This design comes from an exercise in tuning for small area on the open sky130 flow, not from production work. Only simulation tests tie the RTL to the original design; equivalence was not proved. Power is estimated from default activity; no workload was simulated. The flow treats the clock pin as an ideal source, which a real chip does not have.

==> flow/design.v <==
package synth_pkg;
	localparam int NUM_OPS = 6;
endpackage
module wave_rom
(
	input logic [6:0] addr,
	output logic [6:0] data
);
	logic [6:0] idx;  
	assign idx = addr[6] ? 7'd64 - {1'b0, addr[5:0]} : {1'b0, addr[5:0]};
	always_comb begin
		case (idx)
			7'd0: data = 7'd0;
			7'd1: data = 7'd3;
			7'd2: data = 7'd6;
			7'd3: data = 7'd9;
			7'd4: data = 7'd12;
			7'd5: data = 7'd16;
			7'd6: data = 7'd19;
			7'd7: data = 7'd22;
			7'd8: data = 7'd25;
			7'd9: data = 7'd28;
			7'd10: data = 7'd31;
			7'd11: data = 7'd34;
			7'd12: data = 7'd37;
			7'd13: data = 7'd40;
			7'd14: data = 7'd43;
			7'd15: data = 7'd46;
			7'd16: data = 7'd49;
			7'd17: data = 7'd51;
			7'd18: data = 7'd54;
			7'd19: data = 7'd57;
			7'd20: data = 7'd60;
			7'd21: data = 7'd63;
			7'd22: data = 7'd65;
			7'd23: data = 7'd68;
			7'd24: data = 7'd71;
			7'd25: data = 7'd73;
			7'd26: data = 7'd76;
			7'd27: data = 7'd78;
			7'd28: data = 7'd81;
			7'd29: data = 7'd83;
			7'd30: data = 7'd85;
			7'd31: data = 7'd88;
			7'd32: data = 7'd90;
			7'd33: data = 7'd92;
			7'd34: data = 7'd94;
			7'd35: data = 7'd96;
			7'd36: data = 7'd98;
			7'd37: data = 7'd100;
			7'd38: data = 7'd102;
			7'd39: data = 7'd104;
			7'd40: data = 7'd106;
			7'd41: data = 7'd107;
			7'd42: data = 7'd109;
			7'd43: data = 7'd111;
			7'd44: data = 7'd112;
			7'd45: data = 7'd113;
			7'd46: data = 7'd115;
			7'd47: data = 7'd116;
			7'd48: data = 7'd117;
			7'd49: data = 7'd118;
			7'd50: data = 7'd120;
			7'd51: data = 7'd121;
			7'd52: data = 7'd122;
			7'd53: data = 7'd122;
			7'd54: data = 7'd123;
			7'd55: data = 7'd124;
			7'd56: data = 7'd125;
			7'd57: data = 7'd125;
			7'd58: data = 7'd126;
			7'd59: data = 7'd126;
			7'd60: data = 7'd126;
			7'd61: data = 7'd127;
			7'd62: data = 7'd127;
			7'd63: data = 7'd127;
			7'd64: data = 7'd127;
			default: data = 7'd0;
		endcase
	end
endmodule
module rip_add #(
	parameter int W = 16
) (
	input logic [W-1:0] a,
	input logic [W-1:0] b,
	input logic ci,
	output logic [W-1:0] s,
	output logic co
);
	logic [W:0] c;
	assign c[0] = ci;
	for (genvar i = 0; i < W; i++) begin : g_bit
		assign s[i] = a[i] ^ b[i] ^ c[i];
		assign c[i + 1] = (a[i] & b[i]) | (c[i] & (a[i] ^ b[i]));
	end
	assign co = c[W];
endmodule
module rip_inc #(
	parameter int W = 32
) (
	input logic [W-1:0] a,
	output logic [W-1:0] s
);
	logic [W:0] c;
	assign c[0] = 1'b1;
	for (genvar i = 0; i < W; i++) begin : g_bit
		assign s[i] = a[i] ^ c[i];
		assign c[i + 1] = a[i] & c[i];
	end
endmodule
module voice_mixer
(
	input logic [6:0] mag,
	input logic sgn,
	input logic [15:0] lvl,  
	input logic [18:0] base,
	output logic [18:0] acc_new
);
	logic [26:8] sum;
	logic [15:0] lx;
	assign lx = lvl ^ {16{sgn}};
	logic p1;
	logic p2;
	logic p3;
	logic p4;
	logic p5;
	logic p6;
	logic p7;
	logic p8;
	logic p9;
	logic p10;
	logic p11;
	logic p12;
	logic p13;
	logic p14;
	logic p15;
	logic p16;
	logic p17;
	logic p18;
	logic p19;
	logic p20;
	logic p21;
	logic p22;
	logic p23;
	logic p24;
	logic p25;
	logic p26;
	logic p27;
	logic p28;
	logic p29;
	logic p30;
	logic p31;
	logic p32;
	logic p33;
	logic p34;
	logic p35;
	logic p36;
	logic p37;
	logic p38;
	logic p39;
	logic p40;
	logic p41;
	logic p42;
	logic p43;
	logic p44;
	logic p45;
	logic p46;
	logic p47;
	logic p48;
	logic p49;
	logic p50;
	logic p51;
	logic p52;
	logic p53;
	logic p54;
	logic p55;
	logic p56;
	logic p57;
	logic p58;
	logic p59;
	logic p60;
	logic p61;
	logic p62;
	logic p63;
	logic p64;
	logic p65;
	logic p66;
	logic p67;
	logic p68;
	logic p69;
	logic p70;
	logic p71;
	logic p72;
	logic p73;
	logic p74;
	logic p75;
	logic p76;
	logic p77;
	logic p78;
	logic p79;
	logic p80;
	logic p81;
	logic p82;
	logic p83;
	logic p84;
	logic p85;
	logic p86;
	logic p87;
	logic p88;
	logic p89;
	logic p90;
	logic p91;
	logic p92;
	logic p93;
	logic p94;
	logic p95;
	logic p96;
	logic p97;
	logic p98;
	logic p99;
	logic p100;
	logic p101;
	logic p102;
	logic p103;
	logic p104;
	logic p105;
	logic p106;
	logic p107;
	logic p108;
	logic p109;
	logic p110;
	logic p111;
	logic p112;
	logic p113;
	logic p114;
	logic p115;
	logic p116;
	logic p117;
	logic p118;
	logic p119;
	logic s120;
	logic c121;
	logic s122;
	logic c123;
	logic s124;
	logic c125;
	logic s126;
	logic c127;
	logic s128;
	logic c129;
	logic s130;
	logic c131;
	logic s132;
	logic c133;
	logic s134;
	logic c135;
	logic s136;
	logic c137;
	logic s138;
	logic c139;
	logic s140;
	logic c141;
	logic s142;
	logic c143;
	logic s144;
	logic c145;
	logic s146;
	logic c147;
	logic s148;
	logic c149;
	logic s150;
	logic c151;
	logic s152;
	logic c153;
	logic s154;
	logic c155;
	logic s156;
	logic c157;
	logic s158;
	logic c159;
	logic s160;
	logic c161;
	logic s162;
	logic c163;
	logic s164;
	logic c165;
	logic s166;
	logic c167;
	logic s168;
	logic c169;
	logic s170;
	logic c171;
	logic s172;
	logic c173;
	logic s174;
	logic c175;
	logic s176;
	logic c177;
	logic s178;
	logic c179;
	logic s180;
	logic c181;
	logic s182;
	logic c183;
	logic s184;
	logic c185;
	logic s186;
	logic c187;
	logic s188;
	logic c189;
	logic s190;
	logic c191;
	logic s192;
	logic c193;
	logic s194;
	logic c195;
	logic s196;
	logic c197;
	logic s198;
	logic c199;
	logic s200;
	logic c201;
	logic s202;
	logic c203;
	logic s204;
	logic c205;
	logic s206;
	logic c207;
	logic s208;
	logic c209;
	logic s210;
	logic c211;
	logic s212;
	logic c213;
	logic s214;
	logic c215;
	logic s216;
	logic c217;
	logic s218;
	logic c219;
	logic s220;
	logic c221;
	logic s222;
	logic c223;
	logic s224;
	logic c225;
	logic s226;
	logic c227;
	logic s228;
	logic c229;
	logic s230;
	logic c231;
	logic s232;
	logic c233;
	logic s234;
	logic c235;
	logic s236;
	logic c237;
	logic s238;
	logic c239;
	logic s240;
	logic c241;
	logic s242;
	logic c243;
	logic s244;
	logic c245;
	logic s246;
	logic c247;
	logic s248;
	logic c249;
	logic s250;
	logic c251;
	logic s252;
	logic c253;
	logic s254;
	logic c255;
	logic s256;
	logic c257;
	logic s258;
	logic c259;
	logic s260;
	logic c261;
	logic s262;
	logic c263;
	logic s264;
	logic c265;
	logic s266;
	logic c267;
	logic s268;
	logic c269;
	logic s270;
	logic c271;
	logic s272;
	logic c273;
	logic s274;
	logic c275;
	logic s276;
	logic c277;
	logic s278;
	logic c279;
	logic s280;
	logic c281;
	logic s282;
	logic c283;
	logic s284;
	logic c285;
	logic s286;
	logic c287;
	logic s288;
	logic c289;
	logic s290;
	logic c291;
	logic s292;
	logic c293;
	logic s294;
	logic c295;
	logic s296;
	logic c297;
	logic s298;
	logic c299;
	logic s300;
	logic c301;
	logic s302;
	logic c303;
	logic s304;
	logic c305;
	logic s306;
	logic c307;
	logic s308;
	logic c309;
	logic s310;
	logic c311;
	logic r312;
	logic r313;
	logic r314;
	logic r315;
	logic r316;
	logic r317;
	logic r318;
	logic r319;
	logic r320;
	logic r321;
	logic r322;
	logic r323;
	logic r324;
	logic r325;
	logic u326;
	logic v327;
	logic r328;
	logic r329;
	logic u330;
	logic v331;
	logic r332;
	logic r333;
	logic u334;
	logic v335;
	logic r336;
	logic r337;
	logic u338;
	logic v339;
	logic r340;
	logic r341;
	logic u342;
	logic v343;
	logic r344;
	logic r345;
	logic u346;
	logic v347;
	logic r348;
	logic r349;
	logic u350;
	logic v351;
	logic r352;
	logic r353;
	logic u354;
	logic v355;
	logic r356;
	logic r357;
	logic u358;
	logic v359;
	logic r360;
	logic r361;
	logic u362;
	logic v363;
	logic r364;
	logic r365;
	logic u366;
	logic v367;
	logic r368;
	logic r369;
	logic u370;
	logic v371;
	logic r372;
	logic r373;
	logic u374;
	logic v375;
	assign p1 = mag[0] & lx[0];
	assign p2 = mag[0] & lx[1];
	assign p3 = mag[0] & lx[2];
	assign p4 = mag[0] & lx[3];
	assign p5 = mag[0] & lx[4];
	assign p6 = mag[0] & lx[5];
	assign p7 = mag[0] & lx[6];
	assign p8 = mag[0] & lx[7];
	assign p9 = mag[0] & lx[8];
	assign p10 = mag[0] & lx[9];
	assign p11 = mag[0] & lx[10];
	assign p12 = mag[0] & lx[11];
	assign p13 = mag[0] & lx[12];
	assign p14 = mag[0] & lx[13];
	assign p15 = mag[0] & lx[14];
	assign p16 = ~(mag[0] & lx[15]);
	assign p17 = sgn & mag[0];
	assign p18 = mag[1] & lx[0];
	assign p19 = mag[1] & lx[1];
	assign p20 = mag[1] & lx[2];
	assign p21 = mag[1] & lx[3];
	assign p22 = mag[1] & lx[4];
	assign p23 = mag[1] & lx[5];
	assign p24 = mag[1] & lx[6];
	assign p25 = mag[1] & lx[7];
	assign p26 = mag[1] & lx[8];
	assign p27 = mag[1] & lx[9];
	assign p28 = mag[1] & lx[10];
	assign p29 = mag[1] & lx[11];
	assign p30 = mag[1] & lx[12];
	assign p31 = mag[1] & lx[13];
	assign p32 = mag[1] & lx[14];
	assign p33 = ~(mag[1] & lx[15]);
	assign p34 = sgn & mag[1];
	assign p35 = mag[2] & lx[0];
	assign p36 = mag[2] & lx[1];
	assign p37 = mag[2] & lx[2];
	assign p38 = mag[2] & lx[3];
	assign p39 = mag[2] & lx[4];
	assign p40 = mag[2] & lx[5];
	assign p41 = mag[2] & lx[6];
	assign p42 = mag[2] & lx[7];
	assign p43 = mag[2] & lx[8];
	assign p44 = mag[2] & lx[9];
	assign p45 = mag[2] & lx[10];
	assign p46 = mag[2] & lx[11];
	assign p47 = mag[2] & lx[12];
	assign p48 = mag[2] & lx[13];
	assign p49 = mag[2] & lx[14];
	assign p50 = ~(mag[2] & lx[15]);
	assign p51 = sgn & mag[2];
	assign p52 = mag[3] & lx[0];
	assign p53 = mag[3] & lx[1];
	assign p54 = mag[3] & lx[2];
	assign p55 = mag[3] & lx[3];
	assign p56 = mag[3] & lx[4];
	assign p57 = mag[3] & lx[5];
	assign p58 = mag[3] & lx[6];
	assign p59 = mag[3] & lx[7];
	assign p60 = mag[3] & lx[8];
	assign p61 = mag[3] & lx[9];
	assign p62 = mag[3] & lx[10];
	assign p63 = mag[3] & lx[11];
	assign p64 = mag[3] & lx[12];
	assign p65 = mag[3] & lx[13];
	assign p66 = mag[3] & lx[14];
	assign p67 = ~(mag[3] & lx[15]);
	assign p68 = sgn & mag[3];
	assign p69 = mag[4] & lx[0];
	assign p70 = mag[4] & lx[1];
	assign p71 = mag[4] & lx[2];
	assign p72 = mag[4] & lx[3];
	assign p73 = mag[4] & lx[4];
	assign p74 = mag[4] & lx[5];
	assign p75 = mag[4] & lx[6];
	assign p76 = mag[4] & lx[7];
	assign p77 = mag[4] & lx[8];
	assign p78 = mag[4] & lx[9];
	assign p79 = mag[4] & lx[10];
	assign p80 = mag[4] & lx[11];
	assign p81 = mag[4] & lx[12];
	assign p82 = mag[4] & lx[13];
	assign p83 = mag[4] & lx[14];
	assign p84 = ~(mag[4] & lx[15]);
	assign p85 = sgn & mag[4];
	assign p86 = mag[5] & lx[0];
	assign p87 = mag[5] & lx[1];
	assign p88 = mag[5] & lx[2];
	assign p89 = mag[5] & lx[3];
	assign p90 = mag[5] & lx[4];
	assign p91 = mag[5] & lx[5];
	assign p92 = mag[5] & lx[6];
	assign p93 = mag[5] & lx[7];
	assign p94 = mag[5] & lx[8];
	assign p95 = mag[5] & lx[9];
	assign p96 = mag[5] & lx[10];
	assign p97 = mag[5] & lx[11];
	assign p98 = mag[5] & lx[12];
	assign p99 = mag[5] & lx[13];
	assign p100 = mag[5] & lx[14];
	assign p101 = ~(mag[5] & lx[15]);
	assign p102 = sgn & mag[5];
	assign p103 = mag[6] & lx[0];
	assign p104 = mag[6] & lx[1];
	assign p105 = mag[6] & lx[2];
	assign p106 = mag[6] & lx[3];
	assign p107 = mag[6] & lx[4];
	assign p108 = mag[6] & lx[5];
	assign p109 = mag[6] & lx[6];
	assign p110 = mag[6] & lx[7];
	assign p111 = mag[6] & lx[8];
	assign p112 = mag[6] & lx[9];
	assign p113 = mag[6] & lx[10];
	assign p114 = mag[6] & lx[11];
	assign p115 = mag[6] & lx[12];
	assign p116 = mag[6] & lx[13];
	assign p117 = mag[6] & lx[14];
	assign p118 = ~(mag[6] & lx[15]);
	assign p119 = sgn & mag[6];
	assign s120 = p6 ^ p22;
	assign c121 = p6 & p22;
	assign s122 = p7 ^ p23 ^ p39;
	assign c123 = (p7 & p23) | (p7 & p39) | (p23 & p39);
	assign s124 = p55 ^ p71;
	assign c125 = p55 & p71;
	assign s126 = p8 ^ p24 ^ p40;
	assign c127 = (p8 & p24) | (p8 & p40) | (p24 & p40);
	assign s128 = p56 ^ p72;
	assign c129 = p56 & p72;
	assign s130 = p9 ^ p25 ^ p41;
	assign c131 = (p9 & p25) | (p9 & p41) | (p25 & p41);
	assign s132 = p57 ^ p73 ^ p89;
	assign c133 = (p57 & p73) | (p57 & p89) | (p73 & p89);
	assign s134 = p10 ^ p26 ^ p42;
	assign c135 = (p10 & p26) | (p10 & p42) | (p26 & p42);
	assign s136 = p58 ^ p74 ^ p90;
	assign c137 = (p58 & p74) | (p58 & p90) | (p74 & p90);
	assign s138 = p11 ^ p27 ^ p43;
	assign c139 = (p11 & p27) | (p11 & p43) | (p27 & p43);
	assign s140 = p59 ^ p75 ^ p91;
	assign c141 = (p59 & p75) | (p59 & p91) | (p75 & p91);
	assign s142 = p12 ^ p28 ^ p44;
	assign c143 = (p12 & p28) | (p12 & p44) | (p28 & p44);
	assign s144 = p60 ^ p76 ^ p92;
	assign c145 = (p60 & p76) | (p60 & p92) | (p76 & p92);
	assign s146 = p13 ^ p29 ^ p45;
	assign c147 = (p13 & p29) | (p13 & p45) | (p29 & p45);
	assign s148 = p61 ^ p77 ^ p93;
	assign c149 = (p61 & p77) | (p61 & p93) | (p77 & p93);
	assign s150 = p14 ^ p30 ^ p46;
	assign c151 = (p14 & p30) | (p14 & p46) | (p30 & p46);
	assign s152 = p62 ^ p78 ^ p94;
	assign c153 = (p62 & p78) | (p62 & p94) | (p78 & p94);
	assign s154 = p15 ^ p31 ^ p47;
	assign c155 = (p15 & p31) | (p15 & p47) | (p31 & p47);
	assign s156 = p63 ^ p79 ^ p95;
	assign c157 = (p63 & p79) | (p63 & p95) | (p79 & p95);
	assign s158 = p16 ^ p32 ^ p48;
	assign c159 = (p16 & p32) | (p16 & p48) | (p32 & p48);
	assign s160 = p64 ^ p80 ^ p96;
	assign c161 = (p64 & p80) | (p64 & p96) | (p80 & p96);
	assign s162 = p33 ^ p49 ^ p65;
	assign c163 = (p33 & p49) | (p33 & p65) | (p49 & p65);
	assign s164 = p81 ^ p97;
	assign c165 = p81 & p97;
	assign s166 = p50 ^ p66 ^ p82;
	assign c167 = (p50 & p66) | (p50 & p82) | (p66 & p82);
	assign s168 = p4 ^ p20;
	assign c169 = p4 & p20;
	assign s170 = p5 ^ p21 ^ p37;
	assign c171 = (p5 & p21) | (p5 & p37) | (p21 & p37);
	assign s172 = p53 ^ p69;
	assign c173 = p53 & p69;
	assign s174 = s120 ^ p38 ^ p54;
	assign c175 = (s120 & p38) | (s120 & p54) | (p38 & p54);
	assign s176 = p70 ^ p86 ^ p102;
	assign c177 = (p70 & p86) | (p70 & p102) | (p86 & p102);
	assign s178 = c121 ^ s122 ^ s124;
	assign c179 = (c121 & s122) | (c121 & s124) | (s122 & s124);
	assign s180 = p87 ^ p103 ^ p119;
	assign c181 = (p87 & p103) | (p87 & p119) | (p103 & p119);
	assign s182 = c123 ^ c125 ^ s126;
	assign c183 = (c123 & c125) | (c123 & s126) | (c125 & s126);
	assign s184 = s128 ^ p88 ^ p104;
	assign c185 = (s128 & p88) | (s128 & p104) | (p88 & p104);
	assign s186 = c127 ^ c129 ^ s130;
	assign c187 = (c127 & c129) | (c127 & s130) | (c129 & s130);
	assign s188 = s132 ^ p105 ^ base[0];
	assign c189 = (s132 & p105) | (s132 & base[0]) | (p105 & base[0]);
	assign s190 = c131 ^ c133 ^ s134;
	assign c191 = (c131 & c133) | (c131 & s134) | (c133 & s134);
	assign s192 = s136 ^ p106 ^ base[1];
	assign c193 = (s136 & p106) | (s136 & base[1]) | (p106 & base[1]);
	assign s194 = c135 ^ c137 ^ s138;
	assign c195 = (c135 & c137) | (c135 & s138) | (c137 & s138);
	assign s196 = s140 ^ p107 ^ base[2];
	assign c197 = (s140 & p107) | (s140 & base[2]) | (p107 & base[2]);
	assign s198 = c139 ^ c141 ^ s142;
	assign c199 = (c139 & c141) | (c139 & s142) | (c141 & s142);
	assign s200 = s144 ^ p108 ^ base[3];
	assign c201 = (s144 & p108) | (s144 & base[3]) | (p108 & base[3]);
	assign s202 = c143 ^ c145 ^ s146;
	assign c203 = (c143 & c145) | (c143 & s146) | (c145 & s146);
	assign s204 = s148 ^ p109 ^ base[4];
	assign c205 = (s148 & p109) | (s148 & base[4]) | (p109 & base[4]);
	assign s206 = c147 ^ c149 ^ s150;
	assign c207 = (c147 & c149) | (c147 & s150) | (c149 & s150);
	assign s208 = s152 ^ p110 ^ base[5];
	assign c209 = (s152 & p110) | (s152 & base[5]) | (p110 & base[5]);
	assign s210 = c151 ^ c153 ^ s154;
	assign c211 = (c151 & c153) | (c151 & s154) | (c153 & s154);
	assign s212 = s156 ^ p111 ^ base[6];
	assign c213 = (s156 & p111) | (s156 & base[6]) | (p111 & base[6]);
	assign s214 = c155 ^ c157 ^ s158;
	assign c215 = (c155 & c157) | (c155 & s158) | (c157 & s158);
	assign s216 = s160 ^ p112 ^ base[7];
	assign c217 = (s160 & p112) | (s160 & base[7]) | (p112 & base[7]);
	assign s218 = c159 ^ c161 ^ s162;
	assign c219 = (c159 & c161) | (c159 & s162) | (c161 & s162);
	assign s220 = s164 ^ p113 ^ base[8];
	assign c221 = (s164 & p113) | (s164 & base[8]) | (p113 & base[8]);
	assign s222 = c163 ^ c165 ^ s166;
	assign c223 = (c163 & c165) | (c163 & s166) | (c165 & s166);
	assign s224 = p98 ^ p114 ^ base[9];
	assign c225 = (p98 & p114) | (p98 & base[9]) | (p114 & base[9]);
	assign s226 = c167 ^ p67 ^ p83;
	assign c227 = (c167 & p67) | (c167 & p83) | (p67 & p83);
	assign s228 = p99 ^ p115 ^ base[10];
	assign c229 = (p99 & p115) | (p99 & base[10]) | (p115 & base[10]);
	assign s230 = p84 ^ p100 ^ p116;
	assign c231 = (p84 & p100) | (p84 & p116) | (p100 & p116);
	assign s232 = p3 ^ p19;
	assign c233 = p3 & p19;
	assign s234 = s168 ^ p36 ^ p52;
	assign c235 = (s168 & p36) | (s168 & p52) | (p36 & p52);
	assign s236 = c169 ^ s170 ^ s172;
	assign c237 = (c169 & s170) | (c169 & s172) | (s170 & s172);
	assign s238 = c171 ^ c173 ^ s174;
	assign c239 = (c171 & c173) | (c171 & s174) | (c173 & s174);
	assign s240 = c175 ^ c177 ^ s178;
	assign c241 = (c175 & c177) | (c175 & s178) | (c177 & s178);
	assign s242 = c179 ^ c181 ^ s182;
	assign c243 = (c179 & c181) | (c179 & s182) | (c181 & s182);
	assign s244 = c183 ^ c185 ^ s186;
	assign c245 = (c183 & c185) | (c183 & s186) | (c185 & s186);
	assign s246 = c187 ^ c189 ^ s190;
	assign c247 = (c187 & c189) | (c187 & s190) | (c189 & s190);
	assign s248 = c191 ^ c193 ^ s194;
	assign c249 = (c191 & c193) | (c191 & s194) | (c193 & s194);
	assign s250 = c195 ^ c197 ^ s198;
	assign c251 = (c195 & c197) | (c195 & s198) | (c197 & s198);
	assign s252 = c199 ^ c201 ^ s202;
	assign c253 = (c199 & c201) | (c199 & s202) | (c201 & s202);
	assign s254 = c203 ^ c205 ^ s206;
	assign c255 = (c203 & c205) | (c203 & s206) | (c205 & s206);
	assign s256 = c207 ^ c209 ^ s210;
	assign c257 = (c207 & c209) | (c207 & s210) | (c209 & s210);
	assign s258 = c211 ^ c213 ^ s214;
	assign c259 = (c211 & c213) | (c211 & s214) | (c213 & s214);
	assign s260 = c215 ^ c217 ^ s218;
	assign c261 = (c215 & c217) | (c215 & s218) | (c217 & s218);
	assign s262 = c219 ^ c221 ^ s222;
	assign c263 = (c219 & c221) | (c219 & s222) | (c221 & s222);
	assign s264 = c223 ^ c225 ^ s226;
	assign c265 = (c223 & c225) | (c223 & s226) | (c225 & s226);
	assign s266 = c227 ^ c229 ^ s230;
	assign c267 = (c227 & c229) | (c227 & s230) | (c229 & s230);
	assign s268 = c231 ^ p101 ^ p117;
	assign c269 = (c231 & p101) | (c231 & p117) | (p101 & p117);
	assign s270 = p2 ^ p18;
	assign c271 = p2 & p18;
	assign s272 = s232 ^ p35 ^ p51;
	assign c273 = (s232 & p35) | (s232 & p51) | (p35 & p51);
	assign s274 = c233 ^ s234 ^ p68;
	assign c275 = (c233 & s234) | (c233 & p68) | (s234 & p68);
	assign s276 = c235 ^ s236 ^ p85;
	assign c277 = (c235 & s236) | (c235 & p85) | (s236 & p85);
	assign s278 = c237 ^ s238 ^ s176;
	assign c279 = (c237 & s238) | (c237 & s176) | (s238 & s176);
	assign s280 = c239 ^ s240 ^ s180;
	assign c281 = (c239 & s240) | (c239 & s180) | (s240 & s180);
	assign s282 = c241 ^ s242 ^ s184;
	assign c283 = (c241 & s242) | (c241 & s184) | (s242 & s184);
	assign s284 = c243 ^ s244 ^ s188;
	assign c285 = (c243 & s244) | (c243 & s188) | (s244 & s188);
	assign s286 = c245 ^ s246 ^ s192;
	assign c287 = (c245 & s246) | (c245 & s192) | (s246 & s192);
	assign s288 = c247 ^ s248 ^ s196;
	assign c289 = (c247 & s248) | (c247 & s196) | (s248 & s196);
	assign s290 = c249 ^ s250 ^ s200;
	assign c291 = (c249 & s250) | (c249 & s200) | (s250 & s200);
	assign s292 = c251 ^ s252 ^ s204;
	assign c293 = (c251 & s252) | (c251 & s204) | (s252 & s204);
	assign s294 = c253 ^ s254 ^ s208;
	assign c295 = (c253 & s254) | (c253 & s208) | (s254 & s208);
	assign s296 = c255 ^ s256 ^ s212;
	assign c297 = (c255 & s256) | (c255 & s212) | (s256 & s212);
	assign s298 = c257 ^ s258 ^ s216;
	assign c299 = (c257 & s258) | (c257 & s216) | (s258 & s216);
	assign s300 = c259 ^ s260 ^ s220;
	assign c301 = (c259 & s260) | (c259 & s220) | (s260 & s220);
	assign s302 = c261 ^ s262 ^ s224;
	assign c303 = (c261 & s262) | (c261 & s224) | (s262 & s224);
	assign s304 = c263 ^ s264 ^ s228;
	assign c305 = (c263 & s264) | (c263 & s228) | (s264 & s228);
	assign s306 = c265 ^ s266 ^ base[11];
	assign c307 = (c265 & s266) | (c265 & base[11]) | (s266 & base[11]);
	assign s308 = c267 ^ s268 ^ base[12];
	assign c309 = (c267 & s268) | (c267 & base[12]) | (s268 & base[12]);
	assign s310 = c269 ^ p118 ^ base[13];
	assign c311 = (c269 & p118) | (c269 & base[13]) | (p118 & base[13]);
	assign r312 = (p1 & p17) | (1'b0 & (p1 ^ p17));
	assign r313 = (s270 & p34) | (r312 & (s270 ^ p34));
	assign r314 = (c271 & s272) | (r313 & (c271 ^ s272));
	assign r315 = (c273 & s274) | (r314 & (c273 ^ s274));
	assign r316 = (c275 & s276) | (r315 & (c275 ^ s276));
	assign r317 = (c277 & s278) | (r316 & (c277 ^ s278));
	assign r318 = (c279 & s280) | (r317 & (c279 ^ s280));
	assign r319 = (c281 & s282) | (r318 & (c281 ^ s282));
	assign sum[8] = c283 ^ s284 ^ r319;
	assign r320 = (c283 & s284) | (r319 & (c283 ^ s284));
	assign sum[9] = c285 ^ s286 ^ r320;
	assign r321 = (c285 & s286) | (r320 & (c285 ^ s286));
	assign sum[10] = c287 ^ s288 ^ r321;
	assign r322 = (c287 & s288) | (r321 & (c287 ^ s288));
	assign sum[11] = c289 ^ s290 ^ r322;
	assign r323 = (c289 & s290) | (r322 & (c289 ^ s290));
	assign sum[12] = c291 ^ s292 ^ r323;
	assign r324 = (c291 & s292) | (r323 & (c291 ^ s292));
	assign sum[13] = c293 ^ s294 ^ r324;
	assign r325 = (c293 & s294) | (r324 & (c293 ^ s294));
	assign u326 = c295 ^ s296 ^ 1'b0;
	assign v327 = c295 ^ s296 ^ 1'b1;
	assign sum[14] = r325 ? v327 : u326;
	assign r328 = (c295 & s296) | (1'b0 & (c295 ^ s296));
	assign r329 = (c295 & s296) | (1'b1 & (c295 ^ s296));
	assign u330 = c297 ^ s298 ^ r328;
	assign v331 = c297 ^ s298 ^ r329;
	assign sum[15] = r325 ? v331 : u330;
	assign r332 = (c297 & s298) | (r328 & (c297 ^ s298));
	assign r333 = (c297 & s298) | (r329 & (c297 ^ s298));
	assign u334 = c299 ^ s300 ^ r332;
	assign v335 = c299 ^ s300 ^ r333;
	assign sum[16] = r325 ? v335 : u334;
	assign r336 = (c299 & s300) | (r332 & (c299 ^ s300));
	assign r337 = (c299 & s300) | (r333 & (c299 ^ s300));
	assign u338 = c301 ^ s302 ^ r336;
	assign v339 = c301 ^ s302 ^ r337;
	assign sum[17] = r325 ? v339 : u338;
	assign r340 = (c301 & s302) | (r336 & (c301 ^ s302));
	assign r341 = (c301 & s302) | (r337 & (c301 ^ s302));
	assign u342 = c303 ^ s304 ^ r340;
	assign v343 = c303 ^ s304 ^ r341;
	assign sum[18] = r325 ? v343 : u342;
	assign r344 = (c303 & s304) | (r340 & (c303 ^ s304));
	assign r345 = (c303 & s304) | (r341 & (c303 ^ s304));
	assign u346 = c305 ^ s306 ^ r344;
	assign v347 = c305 ^ s306 ^ r345;
	assign sum[19] = r325 ? v347 : u346;
	assign r348 = (c305 & s306) | (r344 & (c305 ^ s306));
	assign r349 = (c305 & s306) | (r345 & (c305 ^ s306));
	assign u350 = c307 ^ s308 ^ r348;
	assign v351 = c307 ^ s308 ^ r349;
	assign sum[20] = r325 ? v351 : u350;
	assign r352 = (c307 & s308) | (r348 & (c307 ^ s308));
	assign r353 = (c307 & s308) | (r349 & (c307 ^ s308));
	assign u354 = c309 ^ s310 ^ r352;
	assign v355 = c309 ^ s310 ^ r353;
	assign sum[21] = r325 ? v355 : u354;
	assign r356 = (c309 & s310) | (r352 & (c309 ^ s310));
	assign r357 = (c309 & s310) | (r353 & (c309 ^ s310));
	assign u358 = c311 ^ base[14] ^ r356;
	assign v359 = c311 ^ base[14] ^ r357;
	assign sum[22] = r325 ? v359 : u358;
	assign r360 = (c311 & base[14]) | (r356 & (c311 ^ base[14]));
	assign r361 = (c311 & base[14]) | (r357 & (c311 ^ base[14]));
	assign u362 = base[15] ^ 1'b0 ^ r360;
	assign v363 = base[15] ^ 1'b0 ^ r361;
	assign sum[23] = r325 ? v363 : u362;
	assign r364 = (base[15] & 1'b0) | (r360 & (base[15] ^ 1'b0));
	assign r365 = (base[15] & 1'b0) | (r361 & (base[15] ^ 1'b0));
	assign u366 = base[16] ^ 1'b0 ^ r364;
	assign v367 = base[16] ^ 1'b0 ^ r365;
	assign sum[24] = r325 ? v367 : u366;
	assign r368 = (base[16] & 1'b0) | (r364 & (base[16] ^ 1'b0));
	assign r369 = (base[16] & 1'b0) | (r365 & (base[16] ^ 1'b0));
	assign u370 = base[17] ^ 1'b0 ^ r368;
	assign v371 = base[17] ^ 1'b0 ^ r369;
	assign sum[25] = r325 ? v371 : u370;
	assign r372 = (base[17] & 1'b0) | (r368 & (base[17] ^ 1'b0));
	assign r373 = (base[17] & 1'b0) | (r369 & (base[17] ^ 1'b0));
	assign u374 = base[18] ^ 1'b0 ^ r372;
	assign v375 = base[18] ^ 1'b0 ^ r373;
	assign sum[26] = r325 ? v375 : u374;
	assign acc_new = sum[26:8];
endmodule
module fm_voice (
	input logic clk37,
	input logic rst,
	input logic cmd_valid,
	input logic [31:0] cmd_data,
	output logic signed [15:0] sample,
	output logic sample_valid,
	output logic cmd_busy
);
	localparam int NOPS = synth_pkg::NUM_OPS;
	logic [2:0] s;
	logic [2:0] s2;  
	logic [2:0] s3;  
	logic [2:0] s4;  
	logic started;  
	logic z2, z1, z0;  
	logic clr_f;  
	logic clr_e;
	assign s2 = (s >= 3'd4) ? s - 3'd4 : s + 3'd2;
	assign s3 = (s >= 3'd3) ? s - 3'd3 : s + 3'd3;
	assign s4 = (s >= 3'd2) ? s - 3'd2 : s + 3'd4;
	always_ff @(posedge clk37) begin
		if (rst) begin
			s <= 3'd3;
			started <= 1'b0;
			z2 <= 1'b1;
			z1 <= 1'b1;
			z0 <= 1'b1;
		end else begin
			s <= (s == 3'd5) ? 3'd0 : s + 3'd1;
			if (s == 3'd1) started <= 1'b1;
			if (started && s == 3'd3) z2 <= 1'b0;
			z1 <= z2;
			z0 <= z1;
		end
	end
	assign clr_f = rst || (z0 && !started && (s == 3'd3 || s == 3'd4));  
	assign clr_e = z2;
	logic [3:0] words_left;
	logic cur_env;  
	logic [2:0] cur_idx;
	logic gate;
	logic [5:0] mix_mask;
	logic [31:0] fld [1:7];  
	logic [31:0] last_q;  
	logic [2:0] eidx;  
	logic [2:0] fidx;  
	logic last_word;
	logic idx_ok;
	logic wr_env;
	logic wr_freq;
	assign cmd_busy = |words_left;
	assign last_word = cmd_valid && (words_left == 4'd1) && !rst;
	assign idx_ok = !(cur_idx[2] && cur_idx[1]);
	assign wr_env = last_word && idx_ok && cur_env;
	assign wr_freq = last_word && idx_ok && !cur_env;
	always_ff @(posedge clk37) begin
		if (rst) begin
			words_left <= '0;
			gate <= 1'b0;
			mix_mask <= '0;
		end else if (cmd_valid) begin
			if (cmd_busy) begin
				words_left <= words_left - 4'd1;
			end else begin
				cur_env <= cmd_data[31:24] == 8'd1;
				cur_idx <= cmd_data[18:16];
				if (cmd_data[31:24] == 8'd1) words_left <= 4'd8;
				if (cmd_data[31:24] == 8'd3) words_left <= 4'd1;
				if (cmd_data[31:24] == 8'd2) begin
					gate <= cmd_data[0];
					mix_mask <= cmd_data[13:8];
				end
			end
		end
	end
	always_ff @(posedge clk37) begin
		if ((cmd_valid && words_left == 4'd8) || wr_freq) fld[1] <= cmd_data;
		for (int m = 2; m < 8; m++) begin
			if (cmd_valid && words_left == 4'(9 - m)) fld[m] <= cmd_data;
		end
		if (wr_env) last_q <= cmd_data;
		if (wr_env) eidx <= cur_idx;
		if (wr_freq) fidx <= cur_idx;
	end
	logic pend_a, pend_b, pend_r, pend_f;
	logic live0, live3, pa0, pa3, pb3;
	logic pf0, pf2, pf4;
	logic ins_a0, ins_a3, ins_b3, ins_r2;
	assign live0 = wr_env && cur_idx == s;
	assign live3 = wr_env && cur_idx == s3;
	assign pa0 = pend_a && eidx == s;
	assign pa3 = pend_a && eidx == s3;
	assign pb3 = pend_b && eidx == s3;
	assign pf0 = pend_f && fidx == s;
	assign pf2 = pend_f && fidx == s2;
	assign pf4 = pend_f && fidx == s4;
	assign ins_a0 = live0 || pa0;
	assign ins_a3 = live3 || pa3;
	assign ins_b3 = live3 || pb3;
	assign ins_r2 = pend_r && eidx == s2;
	always_ff @(posedge clk37) begin
		if (rst) begin
			pend_a <= 1'b0;
			pend_b <= 1'b0;
			pend_r <= 1'b0;
			pend_f <= 1'b0;
		end else begin
			pend_a <= (wr_env && !live0 && !live3) || (pend_a && !pa0 && !pa3);
			pend_b <= (wr_env && !live3) || (pend_b && !pb3);
			pend_r <= wr_env || (pend_r && !ins_r2);
			pend_f <= wr_freq || (pend_f && !pf0 && !pf2 && !pf4);
		end
	end
	logic [95:0] pa [NOPS];  
	logic [127:0] pb [NOPS];  
	logic [31:0] pr [NOPS];  
	logic [31:0] pf [NOPS];  
	logic [95:0] a_w;
	logic [127:0] b_w;
	assign a_w = {fld[1], fld[2], fld[3]};
	assign b_w = {fld[4], fld[5], fld[6], fld[7]};
	logic keep_a0, keep_a3, keep_b3, keep_r2, keep_f0, keep_f2, keep_f4;
	assign keep_a0 = !ins_a0 && !clr_e;
	assign keep_a3 = !ins_a3 && !clr_e;
	assign keep_b3 = !ins_b3 && !clr_e;
	assign keep_r2 = !ins_r2 && !clr_e;
	assign keep_f0 = !pf0 && !clr_f;
	assign keep_f2 = !pf2 && !clr_f;
	assign keep_f4 = !pf4 && !clr_f;
	always_ff @(posedge clk37) begin
		pa[0] <= pa[1];
		pa[1] <= pa[2];
		pa[2] <= ({96{ins_a3}} & a_w) | ({96{keep_a3}} & pa[3]);
		pa[3] <= pa[4];
		pa[4] <= pa[5];
		pa[5] <= ({96{ins_a0}} & a_w) | ({96{keep_a0}} & pa[0]);
		pr[0] <= pr[1];
		pr[1] <= ({32{ins_r2}} & last_q) | ({32{keep_r2}} & pr[2]);
		pr[2] <= pr[3];
		pr[3] <= pr[4];
		pr[4] <= pr[5];
		pr[5] <= pr[0];
		pb[0] <= pb[1];
		pb[1] <= pb[2];
		pb[2] <= ({128{ins_b3}} & b_w) | ({128{keep_b3}} & pb[3]);
		pb[3] <= pb[4];
		pb[4] <= pb[5];
		pb[5] <= pb[0];
		pf[0] <= pf[1];
		pf[1] <= ({32{pf2}} & fld[1]) | ({32{keep_f2}} & pf[2]);
		pf[2] <= pf[3];
		pf[3] <= ({32{pf4}} & fld[1]) | ({32{keep_f4}} & pf[4]);
		pf[4] <= pf[5];
		pf[5] <= ({32{pf0}} & fld[1]) | ({32{keep_f0}} & pf[0]);
	end
	logic [2:0] st_r [NOPS];
	logic [31:0] cnt_r [NOPS];
	logic [31:0] amp_r [NOPS];
	logic [31:0] ph_r [NOPS];
	logic gate_d1, gate_d2;
	always_ff @(posedge clk37) begin
		gate_d1 <= gate;
		gate_d2 <= gate_d1;
	end
	logic [15:0] ph_lo;
	logic ph_c, ph_cq;
	logic [2:0] st1;
	logic [15:0] isel1;
	logic [15:0] amp_lo;
	logic amp_c, amp_cq;
	rip_add #(16) ph_lo_add (
		.a(z1 ? 16'd0 : ph_r[1][15:0]),
		.b(pf[1][15:0]),
		.ci(1'b0),
		.s(ph_lo),
		.co(ph_c)
	);
	assign st1 = z1 ? 3'd0 : st_r[1];
	assign isel1 = ({16{st1 == 3'd1}} & pa[1][47:32]) | ({16{st1 == 3'd2}} & pb[1][111:96]) |
		({16{st1 == 3'd3}} & pb[1][47:32]) | ({16{st1[2]}} & pr[1][15:0]);
	rip_add #(16) amp_lo_add (
		.a(st1 == 3'd3 ? 16'd0 : amp_r[1][15:0]),
		.b(isel1),
		.ci(1'b0),
		.s(amp_lo),
		.co(amp_c)
	);
	always_ff @(posedge clk37) begin
		ph_cq <= ph_c;
		amp_cq <= amp_c;
	end
	logic [15:0] ph_hi;
	rip_add #(16) ph_hi_add (
		.a(z0 ? 16'd0 : ph_r[0][31:16]),
		.b(pf[0][31:16]),
		.ci(ph_cq),
		.s(ph_hi),
		.co()
	);
	logic [31:0] at_time, at_inc, de_time, de_inc, su_time, su_lvl, re_time, re_inc;
	assign {at_time, at_inc, de_time} = pa[0];
	assign {de_inc, su_time, su_lvl, re_time} = pb[0];
	assign re_inc = pr[0];
	logic [2:0] st;
	logic is_i, is_s, is_r;
	logic [31:0] tsel, amp_sum, cnt_inc;
	logic [15:0] isel0;
	logic eq, tr;
	logic [2:0] nst;
	logic [31:0] ncnt, namp;
	assign st = z0 ? 3'd0 : st_r[0];
	assign is_i = st == 3'd0;
	assign is_s = st == 3'd3;
	assign is_r = !(is_i || st == 3'd1 || st == 3'd2 || is_s);
	logic sel_a, sel_d, sel_s, sel_r;
	assign sel_a = st == 3'd1;
	assign sel_d = st == 3'd2;
	assign sel_s = is_s;
	assign sel_r = st[2];
	assign tsel = ({32{sel_a}} & at_time) | ({32{sel_d}} & de_time) | ({32{sel_s}} & su_time) | ({32{sel_r}} & re_time);
	assign isel0 = ({16{sel_a}} & at_inc[31:16]) | ({16{sel_d}} & de_inc[31:16]) |
		({16{sel_s}} & su_lvl[31:16]) | ({16{sel_r}} & re_inc[31:16]);
	assign eq = cnt_r[0] == tsel;
	rip_add #(16) amp_hi_add (
		.a(sel_s ? 16'd0 : amp_r[0][31:16]),
		.b(isel0),
		.ci(amp_cq),
		.s(amp_sum[31:16]),
		.co()
	);
	assign amp_sum[15:0] = amp_r[0][15:0];
	rip_inc #(32) cnt_inc_add (
		.a(cnt_r[0]),
		.s(cnt_inc)
	);
	assign tr = is_r ? (eq || amp_sum[31]) : (eq || !gate_d2);
	always_comb begin
		if (is_i) nst = {2'b00, gate_d2};
		else if (!tr) nst = st;
		else if (is_r) nst = 3'd0;
		else if (gate_d2) nst = st + 3'd1;
		else nst = 3'd4;
	end
	assign ncnt = (is_i || tr) ? 32'd0 : cnt_inc;
	assign namp = (is_i || (is_r && tr)) ? 32'd0 : amp_sum;
	always_ff @(posedge clk37) begin
		for (int k = 0; k < NOPS - 1; k++) begin
			st_r[k] <= st_r[k + 1];
			cnt_r[k] <= cnt_r[k + 1];
			amp_r[k] <= amp_r[k + 1];
			ph_r[k] <= ph_r[k + 1];
		end
		ph_r[0][15:0] <= ph_lo;
		amp_r[0][15:0] <= amp_lo;
		st_r[NOPS - 1] <= nst;
		cnt_r[NOPS - 1] <= ncnt;
		amp_r[NOPS - 1] <= namp;
		ph_r[NOPS - 1] <= {ph_hi, ph_r[0][15:0]};
	end
	logic [6:0] rom_data;
	logic [6:0] mag;
	logic sgn;
	logic [18:0] acc;
	logic [18:0] acc_new;
	wave_rom wave_rom_inst (
		.addr(ph_hi[14:8]),
		.data(rom_data)
	);
	always_ff @(posedge clk37) begin
		mag <= mix_mask[s] ? rom_data : 7'd0;
		sgn <= mix_mask[s] && ph_hi[15];
	end
	voice_mixer voice_mixer_inst (
		.mag(mag),
		.sgn(sgn),
		.lvl(amp_r[NOPS - 1][31:16]),
		.base((s == 3'd1) ? 19'd426752 : acc),
		.acc_new(acc_new)
	);
	always_ff @(posedge clk37) begin
		acc <= acc_new;
	end
	assign sample = acc[18:3];
	assign sample_valid = started && s == 3'd1;
endmodule
==> flow/flow/run.sh <==
#!/bin/bash
# The standard layout (standard.sh) with two changes: the input and output
# ports are buffered with the smallest buffer (buf_1), and clock tree synthesis
# adds no dummy loads to balance the tree (leaf clusters of up to 30 sinks,
# clkbuf_16 only). The full tool output goes to standard.log here and to the
# ORFS logs under orfs/logs.
set -e
cd "$(dirname "$0")/.."
export BUFFER_PORTS_ARGS="-buffer_cell sky130_fd_sc_hd__buf_1"
export CTS_ARGS="-sink_clustering_enable -repair_clock_nets -dont_use_dummy_load -sink_clustering_size 30 -sink_clustering_max_diameter 60 -buf_list sky130_fd_sc_hd__clkbuf_16"
bash standard.sh > standard.log 2>&1
==> flow/standard.sh <==
#!/bin/bash
# synth_recipe.tcl (not shown) runs the flow's synth.tcl, then flattens the netlist and writes it again
# the make line also repeats each setting of config.mk as NAME=value (left out here)
make -C /OpenROAD-flow-scripts/flow DESIGN_CONFIG=/design/flow/config.mk WORK_HOME=/design/flow/orfs CLKGATE_MAP_FILE= SYNTH_SCRIPT=/design/flow/synth_recipe.tcl "${@:-finish}"
==> flow/config.mk <==
export PLATFORM = sky130hd
export DESIGN_NAME = fm_voice
export DESIGN_NICKNAME = fm_voice
export VERILOG_FILES = /design/flow/design.v
export SDC_FILE = /design/flow/constraint.sdc
export NUM_CORES = 4
export LEC_CHECK = 0
export ABC_AREA = 1
export CAP_MARGIN = 20
export CORE_MARGIN = 2
export CORE_UTILIZATION = 73
export PLACE_DENSITY = 0.83
export SLEW_MARGIN = 20
==> flow/constraint.sdc <==
create_clock -name core_clock -period 10.0 [get_ports {clk37}]
set_input_delay 2.0000 -clock core_clock [delete_from_list [all_inputs] [get_ports {clk37}]]
set_output_delay 2.0000 -clock core_clock [all_outputs]
set_load 0.01 [all_outputs]
==> results_dict.tcl, run 1 <==
set metrics [dict create \
    period_minus_slack_ns 9.67 \
    layout_commonest_cell "dfxtp_1" \
    grt.total_usage 0.303 \
    dp_hpwl_um 91600 \
    hold_buffers 0 \
    num_vias 38900 \
    die_x_um 318 \
    root_buffer "clkbuf_16" \
    gr-total-overflow 0 \
    finalCritPeriodShare 0.967 \
    worstSetupStartpointType "flip-flop" \
    die-area_sq_mm 0.101 \
    routed_wl_um 152000 \
    port_buffers 52 \
    synth_area_per_cell_sq_um 12.7 \
    drc 0 \
    nNetsFinal 5984 \
    holdWs_ns 0.266 \
    hold_violations 0 \
    antenna_found_initial 4 \
    yosysWarnings 20 \
    cts_tree "yes" \
    core_sq_mm 0.0980 \
    ys_seq_area_frac 0.773 \
    hold_class "flip-flop to flip-flop" \
    nFillCells 5307 \
    worst_path_largest_cell_delay_ns 0.49 \
    avgViaCountPerCell 5.55 \
    p_per_area_mw_per_mm2 212 \
    postCtsSetupBuffers 0 \
    synth_top_flop_cell "dfxtp_1" \
    drt_pre_antenna_iters 8 \
    grt_pass1_wl_um 232000 \
    slowest_stage "fa_1" \
    power_uw 16200 \
    layout-drive-gt1-share 0.0519 \
    fp.dieH_um 318 \
    worst_ep_required_time_ns 10.53 \
    synth_edf_count 266 \
    synth_nets 5911 \
    leakagePower_uw 0.0308 \
    initial_core_util 0.733 \
    crit_top_cell "fa_1" \
    h-tree-depth 3 \
    worstMarginPinSlew_ns 1.03 \
    syn_area_sq_mm 0.0719 \
    detail-route-antenna-nets 0 \
    max_slew_margin 0.314 \
    grt_max_degree 72 \
    cts_max_path_buffers 3 \
    worstPathArrival_ns 10.20 \
    end_kind "flip-flop" \
    status "finished clean" \
    routabilityCongestion 0.891 \
    row_count 115 \
    synthToLayoutAreaGrowth_pct 6.72 \
    ys_seq_elements 2641 \
    path_clk_slew_ns 0.09 \
    rsz0062_at_grt "no" \
    clk_latency_ns 0.76 \
    cts_buffers 121 \
    ir_drop_v 0.000155 \
    clock.fmax_mhz 103 \
    worstSetupPathType "flip-flop to flip-flop" \
    wire_per_inst_um 21.7 \
    grt_pass1_vias 40200 \
    post-route-util 0.783 \
    maxSlewViolCount 0 \
    drtIter0Drc 3890 \
    crit_fanout 16 \
    synthesis.instances 5647 \
    tns_ns 0 \
    ys_types 49 \
    setup-violations-final 0 \
    stdcell_count 7006 \
    async_flop_share 0 \
    layout_common_cells "dfxtp_1 (2374), nand2_1 (889), inv_1 (516)" \
    ios 53 \
    skew_ns 0.115 \
    clkSinkCount 2641 \
    cap_violations 0 \
    placed_cells 6884 \
]
==> layer usage <==
metal / GRT usage / routed length (um) / up-vias
li1: - / - / 17800
met1: 0.430 / 64100 / 19100
met2: 0.481 / 70300 / 1616
met3: 0.0518 / 12300 / 340
met4: 0.0988 / 4990 / 4
met5: 0 / 24 / -
==> worst paths after layout <==
check,start,to,slack (ns),depth (start not counted)
max,z0$_SDFF_PP1_,amp_r[5][21]$_SDFF_PP0_,0.33,32
min,ph_r[5][24]$_DFF_P_,ph_r[4][24]$_DFF_P_,0.27,0
min reg2reg,ph_r[5][24]$_DFF_P_,ph_r[4][24]$_DFF_P_,0.27,0
max reg2reg,z0$_SDFF_PP1_,amp_r[5][21]$_SDFF_PP0_,0.33,32
==> cells in the mapped netlist (14+ instances only) <==
| cell | n | area (sq um) |
|---|---|---|
| dfxtp_1 | 2375 | 47500 |
| nand2_1 | 896 | 3360 |
| inv_1 | 517 | 1940 |
| nand3_1 | 350 | 1750 |
| o21ai_0 | 326 | 1630 |
| edfxtp_1 | 266 | 7990 |
| nor2_1 | 236 | 886 |
| fa_1 | 162 | 3240 |
| clkbuf_1 | 92 | 345 |
| ha_1 | 67 | 838 |
| buf_2 | 55 | 275 |
| nand4_1 | 40 | 250 |
| a21oi_1 | 31 | 155 |
| buf_4 | 29 | 218 |
| a221oi_1 | 27 | 236 |
| o22ai_1 | 22 | 138 |
| o21ai_1 | 20 | 100 |
| or2_2 | 20 | 125 |
| xnor2_1 | 17 | 149 |
| buf_1 | 14 | 52.6 |
==> state kept, by name, indices dropped and copies added (netlist names), 3 cells and up <==
register    cells
fld           224
cur_idx         3
fidx            3
pb            768
acc            19
amp_r         192
pa            576
eidx            3
cnt_r         192
pf            192
mix_mask        6
last_q         32
s               3
pr            192
ph_r          192
st_r           18
mag             7
words_left      4
==> stage by stage <==
stage / setup slack, ns / cell area (sq um)
floorplan: 0.0186 / 71900
finish: 0.326 / 76700
CTS: 0.00772 / 76700
detailed placement: -0.258 / 73600
global route: 0.0143 / 76700
global placement: -0.128 / 73600
==> cell type report <==
| cell class | instances | area (sq um) | share of cell area |
|---|---|---|---|
| Sequential cell | 2641 | 55500 | 0.724 |
| Multi-Input combinational cell | 2280 | 13600 | 0.178 |
| Clock buffer | 121 | 3030 | 0.0395 |
| Inverter | 530 | 2000 | 0.0260 |
| Tap cell | 1287 | 1610 | 0.0210 |
| Timing Repair Buffer | 146 | 905 | 0.0118 |
| Antenna cell | 1 | 2.50 | 0.0000326 |
==> logic make-up after synthesis <==
group	Yosys count	synth area share
DFF	2641	0.773
xor gates and xnor gates	29	0.00364
AOI/OAI and AO/OA	460	0.0353
and+or+nand+nor	1562	0.0906
adders and majority gates	229	0.0568
buffers and inverters	726	0.0409
==> critical path: cells and delay by family (launching register included) <==
kind	cells	cell delay [ns]
compound gates	1	0.13
xor+xnor	2	0.51
fa+ha+maj	16	6.99
buf+inv	5	0.53
flops	1	0.33
simple gates	8	0.95
==> power breakdown <==
part	switching, uW	total [uW]	internal [uW]	leakage [uW]
Combinational	261	376	115	0.00780
Sequential	23.2	10700	10700	0.0215
Clock	2970	5120	2150	0.00149
Total	3260	16200	13000	0.0308
==> timing repair <==
action,4_1_cts,5_1_grt
pin swaps,5,7
gates cloned,0,0
resized for setup,4,8
endpoints found under the setup margin,3,36
==> run 2: changes to the inputs <==
==> flow/flow/run.sh (replaced) <==
#!/bin/bash
# The standard layout (standard.sh) with two changes: the input and output
# ports are buffered with the smallest buffer (buf_1), and clock tree synthesis
# adds no dummy loads to balance the tree (leaf clusters of up to 30 sinks within 100 um,
# clkbuf_16 only). The full tool output goes to standard.log here and to the
# ORFS logs under orfs/logs.
set -e
cd "$(dirname "$0")/.."
export BUFFER_PORTS_ARGS="-buffer_cell sky130_fd_sc_hd__buf_1"
export CTS_ARGS="-sink_clustering_enable -repair_clock_nets -dont_use_dummy_load -sink_clustering_size 30 -sink_clustering_max_diameter 100 -buf_list sky130_fd_sc_hd__clkbuf_16"
bash standard.sh > standard.log 2>&1
--- a/flow/config.mk
+++ b/flow/config.mk
@@ -8,6 +8,6 @@
 export ABC_AREA = 1
 export CAP_MARGIN = 20
 export CORE_MARGIN = 2
-export CORE_UTILIZATION = 73
-export PLACE_DENSITY = 0.83
+export CORE_UTILIZATION = 75
+export PLACE_DENSITY = 0.85
 export SLEW_MARGIN = 20
==> run 2 against run 1 <==
Clock skew decreased by 0.022 ns. Sequential share of layout area increased by 0.53 points. Register-to-register slack got worse by 0.03 ns. Still clean. Largest cell class unchanged. Die area decreased by 2.6%.
==> results_dict.tcl, run 2 <==
set metrics [dict create \
    rsz0062_at_grt "no" \
    worst_path_largest_cell_delay_ns 0.49 \
    p_sw_uw 3190 \
    synth_top_area_share 0.662 \
    yosysTopAreaCell "dfxtp_1" \
    synth_area_per_cell_sq_um 12.7 \
    leakagePower_uw 0.0305 \
    synthAdderAreaFrac 0.0568 \
    end_kind "flip-flop" \
    path_clk_slew_ns 0.10 \
    layout-drive-gt1-share 0.0478 \
    clk_latency_ns 0.72 \
    ys_types 49 \
    ys_seq_area_frac 0.773 \
    layout_commonest_cell "dfxtp_1" \
    root_buffer "clkbuf_16" \
    initial_core_util 0.756 \
    async_flop_share 0 \
    cts_buffers 99 \
    grt_pass1_wl_um 235000 \
    synthTopCellsByArea "dfxtp_1 (66%), edfxtp_1 (11%), nand2_1 (4.7%), fa_1 (4.5%), inv_1 (2.7%)" \
    ir_drop_v 0.000225 \
    die-area_sq_mm 0.0983 \
    gr-total-overflow 0 \
    ios 53 \
    syn_area_sq_mm 0.0719 \
    die_x_um 314 \
    power_uw 15800 \
    wire_per_inst_um 22.3 \
    max_slew_margin 0.248 \
    placed_cells 6857 \
    cap_violations 0 \
    reg2reg_depth 29 \
    num_vias 39300 \
    clock.fmax_mhz 103 \
    fp.dieH_um 314 \
    finalCritPeriodShare 0.970 \
    power_frac_seq 0.680 \
    slowest_stage "fa_1" \
    synth_edf_count 266 \
    worstSetupStartpointType "flip-flop" \
    worstMarginPinSlew_ns 1.13 \
    grt.total_usage 0.319 \
    p_per_area_mw_per_mm2 208 \
    top_regs "pb x768, pa x576, fld x224" \
    row_count 113 \
    nFillCells 4888 \
    timing.rr.end "cnt_r[5][3]$_SDFF_PP0_" \
    drc 0 \
    grt_pass1_vias 40500 \
    status "finished clean" \
    detail-route-antenna-nets 0 \
    setup-violations-final 0 \
    tns_ns 0 \
    multi_input_area_sq_mm 0.0136 \
    synthToLayoutAreaGrowth_pct 5.95 \
    switching_share 0.202 \
    synth_top_family_by_area "simple AND/OR/NAND/NOR gates" \
    r2r-start "z0$_SDFF_PP1_" \
    synthSimpleGateAreaFrac 0.0906 \
    largest_register "pb" \
    crit_fanout 30 \
    crit_top_cell "fa_1" \
    antenna_found_initial 8 \
    port_buffers 52 \
    synth_xor_area_frac 0.00364 \
    largest_register_ffs 768 \
    startpoint "z0$_SDFF_PP1_" \
    routed_wl_um 155000 \
    register_area_sq_mm 0.0555 \
    h-tree-depth 3 \
    internal_power_uw 12600 \
    clkSinkCount 2641 \
    reg2reg_slack_ns 0.30 \
    yosysMostFrequentCell "dfxtp_1" \
    synth_nets 5911 \
    ys_seq_elements 2641 \
    grt_max_degree 101 \
    drtIter0Drc 4323 \
    stdcell_count 6958 \
    routabilityCongestion 0.890 \
    p_clk_frac 0.297 \
    crit_path_end "cnt_r[5][3]$_SDFF_PP0_" \
    layout_common_cells "dfxtp_1 (2374), nand2_1 (887), inv_1 (517)" \
    skew_ns 0.0929 \
    maxSlewViolCount 0 \
    worst_ep_required_time_ns 10.60 \
    hold_violations 0 \
    synth_top_flop_cell "dfxtp_1" \
    period_minus_slack_ns 9.70 \
    yosysWarnings 20 \
    synth_compound_area_frac 0.0353 \
    cts_tree "yes" \
    dp_hpwl_um 96000 \
    drt_pre_antenna_iters 6 \
    core_sq_mm 0.0950 \
    worstPathArrival_ns 10.30 \
    cts_max_path_buffers 3 \
    synthesis.instances 5647 \
    hold_class "flip-flop to flip-flop" \
    hold_buffers 0 \
    p_comb_frac 0.023 \
    nNetsFinal 5958 \
    yosys-top-cells-count "dfxtp_1 (2375), nand2_1 (896), inv_1 (517), nand3_1 (350), o21ai_0 (326)" \
    avgViaCountPerCell 5.65 \
    worstSetupPathType "flip-flop to flip-flop" \
    synthMuxAreaShare 0 \
]
-- run 2: power by group through the flow --
stage	combinational, uW	sequential, uW	clock (uW)
2_1_floorplan	261	11000	0
3_3_place_gp	349	11000	0
3_5_place_dp	368	11000	0
4_1_cts	372	10700	4720
5_1_grt	408	10700	5060
6_report	368	10700	4700
-- run 2: per-stage QoR --
step	util	instance area [sq um]	worst slack, ns	hold WS (ns)
after floorplan	-	71900	0.0186	0.310
final	0.801	76100	0.301	0.259
after global placement	0.774	73600	-0.135	0.309
after detailed placement	0.774	73600	-0.343	0.312
after global routing	0.801	76100	0.0158	0.254
after CTS	0.801	76100	0.0436	0.258
-- run 2: cell families after synthesis --
group,count (synthesis)
buffers and inverters,726
DFF,2641
AOI/OAI and AO/OA,460
adders and majority gates,229
and+or+nand+nor,1562
xor gates and xnor gates,29
-- run 2: routing by layer --
| metal | wire, um | global-route usage |
|---|---|---|
| met5 | 32 | 0 |
| met4 | 5500 | 0.111 |
| met1 | 65100 | 0.450 |
| met3 | 12700 | 0.0530 |
| met2 | 72000 | 0.510 |
-- run 2: layout make-up --
class                      count  area share
antenna                        1   0.0000329
timing repair buffer         142      0.0119
tap                         1265      0.0208
clock buffer                  99      0.0325
inverter                     530      0.0262
sequential                  2641       0.729
multi-input combinational   2280       0.179
-- run 2: worst min path at each step --
stage                         startpoint                   end  slack, ns  depth (start not counted)
floorplan           amp_r[1][16]$_DFF_P_  amp_r[0][16]$_DFF_P_       0.31                          0
global placement    cnt_r[4][14]$_DFF_P_  cnt_r[3][14]$_DFF_P_       0.31                          0
detailed placement    pb[5][101]$_DFF_P_    pb[4][101]$_DFF_P_       0.31                          0
CTS                    pb[2][69]$_DFF_P_     pb[1][69]$_DFF_P_       0.26                          0
global route           pb[2][69]$_DFF_P_     pb[1][69]$_DFF_P_       0.25                          0
finish                 pb[2][69]$_DFF_P_     pb[1][69]$_DFF_P_       0.26                          0
-- run 2: worst max-delay path, delay by kind of cell (launching register included) --
kind | cells | cell delay, ns
adder cells (fa/ha/maj) | 17 | 7.25
flip-flops | 1 | 0.35
AO/OA/AOI/OAI | 1 | 0.25
XOR/XNOR | 2 | 0.42
AND/OR/NAND/NOR | 5 | 0.75
buffers and inverters | 4 | 0.56
-- run 2: repair_timing --
action / 4_1_cts / 5_1_grt
setup buffers: 0 / 1
gates resized for setup: 4 / 18
pin swaps: 6 / 14
endpoints found under the setup margin: 3 / 66
==> run 3: changes to the inputs <==
==> flow/flow/run.sh (replaced) <==
#!/bin/bash
# The standard layout (standard.sh) with two changes: the input and output
# ports are buffered with the smallest buffer (buf_1), and clock tree synthesis
# adds no dummy loads to balance the tree (leaf clusters of up to 33 sinks within 90 um,
# clkbuf_16 only). The full tool output goes to standard.log here and to the
# ORFS logs under orfs/logs.
set -e
cd "$(dirname "$0")/.."
export BUFFER_PORTS_ARGS="-buffer_cell sky130_fd_sc_hd__buf_1"
export CTS_ARGS="-sink_clustering_enable -repair_clock_nets -dont_use_dummy_load -sink_clustering_size 33 -sink_clustering_max_diameter 90 -buf_list sky130_fd_sc_hd__clkbuf_16"
bash standard.sh > standard.log 2>&1
==> run 3 against run 2 <==
Highest routed layer unchanged. Final cell count is 0.10% lower. Setup slack worse by 0.17 ns. Critical path type unchanged. First-iteration DRC count is 3.5% lower. Register-to-register slack worse by 0.17 ns. Largest power group unchanged. Via count is 0.10% lower.
==> results_dict.tcl, run 3 <==
set metrics [dict create \
    whs_endpoint "ph_r[4][25]$_DFF_P_" \
    leakagePower_uw 0.0304 \
    layout_common_cells "dfxtp_1 (2374), nand2_1 (889), inv_1 (517)" \
    grt_max_degree 101 \
    grt_pass1_wl_um 235000 \
    h-tree-depth 3 \
    worst_path_largest_cell_delay_ns 0.53 \
    yosys-top-cells-count "dfxtp_1 (2375), nand2_1 (896), inv_1 (517), nand3_1 (350), o21ai_0 (326)" \
    ys_types 49 \
    synthToLayoutAreaGrowth_pct 5.64 \
    worstSetupPathType "flip-flop to flip-flop" \
    power_uw 15600 \
    clock.fmax_mhz 101 \
    num_vias 39300 \
    ys_seq_elements 2641 \
    synth_top_flop_cell "dfxtp_1" \
    synth_nets 5911 \
    grt.total_usage 0.319 \
    cts_tree "yes" \
    largest_register_ffs 768 \
    syn_area_sq_mm 0.0719 \
    hold_violations 0 \
    async_flop_share 0 \
    synthesis.instances 5647 \
    row_count 113 \
    drc 0 \
    p_per_area_mw_per_mm2 206 \
    yosysTopAreaCell "dfxtp_1" \
    ir_drop_v 0.000165 \
    layout-drive-gt1-share 0.0461 \
    fp.dieH_um 314 \
    grt_pass1_vias 40000 \
    ys_seq_area_frac 0.773 \
    gr-total-overflow 0 \
    path_clk_slew_ns 0.12 \
    worstPathArrival_ns 10.49 \
    skew_ns 0.0725 \
    status "finished clean" \
    setup-violations-final 0 \
    r2r-start "z0$_SDFF_PP1_" \
    reg2reg_slack_ns 0.13 \
    largest_register "pb" \
    detail-route-antenna-nets 0 \
    die-area_sq_mm 0.0983 \
    max_slew_margin 0.263 \
    reg2reg_depth 31 \
    synth_top_area_share 0.662 \
    layout_commonest_cell "dfxtp_1" \
    cp_top_family "adder cells" \
    hold_buffers 0 \
    cts_buffers 91 \
    dp_hpwl_um 96000 \
    min_path_cells 0 \
    top_regs "pb x768, pa x576, fld x224" \
    drtIter0Drc 4172 \
    worst-path-buf-inv 4 \
    worst_ep_required_time_ns 10.62 \
    rsz0062_at_grt "yes" \
    timing.rr.end "amp_r[5][3]$_SDFF_PP0_" \
    initial_core_util 0.756 \
    routed_wl_um 156000 \
    cts_max_path_buffers 3 \
    drt_pre_antenna_iters 6 \
    yosysWarnings 20 \
    maxSlewViolCount 0 \
    ios 53 \
    wire_per_inst_um 22.4 \
    hp-start "ph_r[5][25]$_DFF_P_" \
    crit_top_cell "fa_1" \
    core_sq_mm 0.0950 \
    synthTopCellsByArea "dfxtp_1 (66%), edfxtp_1 (11%), nand2_1 (4.7%), fa_1 (4.5%), inv_1 (2.7%)" \
    slowest_stage "fa_1" \
    root_buffer "clkbuf_16" \
    worstSetupStartpointType "flip-flop" \
    clkSinkCount 2641 \
    holdWs_ns 0.276 \
    avgViaCountPerCell 5.65 \
    cap_violations 0 \
    crit_fanout 17 \
    port_buffers 52 \
    antenna_found_initial 8 \
    finalCritPeriodShare 0.987 \
    nNetsFinal 5951 \
    hold_class "flip-flop to flip-flop" \
    routabilityCongestion 0.890 \
    die_x_um 314 \
    period_minus_slack_ns 9.87 \
    clk_latency_ns 0.74 \
    synth_area_per_cell_sq_um 12.7 \
    worstMarginPinSlew_ns 1.10 \
    yosysMostFrequentCell "dfxtp_1" \
    end_kind "flip-flop" \
    synth_edf_count 266 \
]
## run 3: cell counts after synthesis
Identical to the previous run, type by type.
## run 3: kinds of logic (layout without fill, tap and decap cells)
family                   Yosys count  count (layout)  synth area share
flip-flops                      2641            2641             0.773
AND/OR/NAND/NOR                 1562            1562            0.0906
buffers and inverters            726             764            0.0409
AO/OA/AOI/OAI                    460             460            0.0353
adder cells (fa/ha/maj)          229             229            0.0568
XOR/XNOR                          29              29           0.00364
other                              0               1                 0
## run 3: through the flow
stage          instance area, sq um  worst slack [ns]  std cells   util  setup TNS, ns
2_1_floorplan                 71900            0.0186       5647      -              0
3_3_place_gp                  73600            -0.135       6857  0.774         -0.236
5_1_grt                       75900            -0.139       6951  0.799          -3.84
3_5_place_dp                  73600            -0.343       6857  0.774         -0.766
4_1_cts                       75900           0.00749       6948  0.798              0
6_report                      75900             0.129       6951  0.799              0
## run 3: final cells by class
cell class	instances	area, sq um
antenna	1	2.50
clock buffer	91	2280
fill	4971	19100
inverter	530	2000
multi-input combinational	2280	13600
sequential	2641	55500
tap	1265	1580
timing repair buffer	143	907
## run 3: worst max path at each step
stage,endpoint,startpoint,cells after the start,slack (ns)
floorplan,acc[18]$_DFF_P_,sgn$_DFF_P_,35,0.02
global placement,acc[18]$_DFF_P_,sgn$_DFF_P_,37,-0.14
detailed placement,acc[18]$_DFF_P_,sgn$_DFF_P_,37,-0.34
CTS,acc[18]$_DFF_P_,sgn$_DFF_P_,35,0.007
global route,amp_r[5][25]$_SDFF_PP0_,z0$_SDFF_PP1_,31,-0.14
finish,amp_r[5][3]$_SDFF_PP0_,z0$_SDFF_PP1_,31,0.13
## run 3: routing by layer
layer,wire (um),vias to the layer above,track usage,share of wire
met1,65100,19500,0.451,0.42
li1,-,17700,-,-
met4,5990,8,0.118,0.038
met3,12600,376,0.0542,0.081
met2,72000,1688,0.505,0.46
met5,51,-,0,0.00033
## run 3: power breakdown
| group | switching, uW | internal (uW) |
|---|---|---|
| logic | 259 | 111 |
| clock network | 2890 | 1650 |
| registers | 23.1 | 10700 |
## run 3: what timing repair did
action,in CTS,in global routing
endpoints found under the hold margin,0,0
pin swaps,5,10
setup buffers,0,2
endpoints found under the setup margin,3,66
resized for setup,4,10

[what the ideal ports hide]
The flow's constraints put no driver on any port. The routed layouts listed below were extracted and timed again, unchanged, in two steps.
Step 1 assumes that a clkbuf_16 drives the clock port and a buf_2 every other input.
Step 2, shift: input delay + t, output delay - t, t = (earliest + latest rising clock arrival at the registers) / 2. This alone moves slack from input paths to output paths.
a / b / c = ideal / step 1 / step 2; a / b = the first two.
run | t, ns | setup slack, ns | hold WS [ns] | worst setup path at the end | worst slew at a driven data input, ns
run 1 | 0.780 | 0.326 / 0.326 / 0.326 | 0.266 / 0.266 / 0.266 | register to register | 0.12
run 2 | 0.758 | 0.301 / 0.301 / 0.301 | 0.259 / 0.259 / 0.259 | register to register | 0.13
run 3 | 0.772 | 0.129 / 0.129 / 0.129 | 0.276 / 0.276 / 0.276 | register to register | 0.13
After both steps every run listed still meets setup and hold.
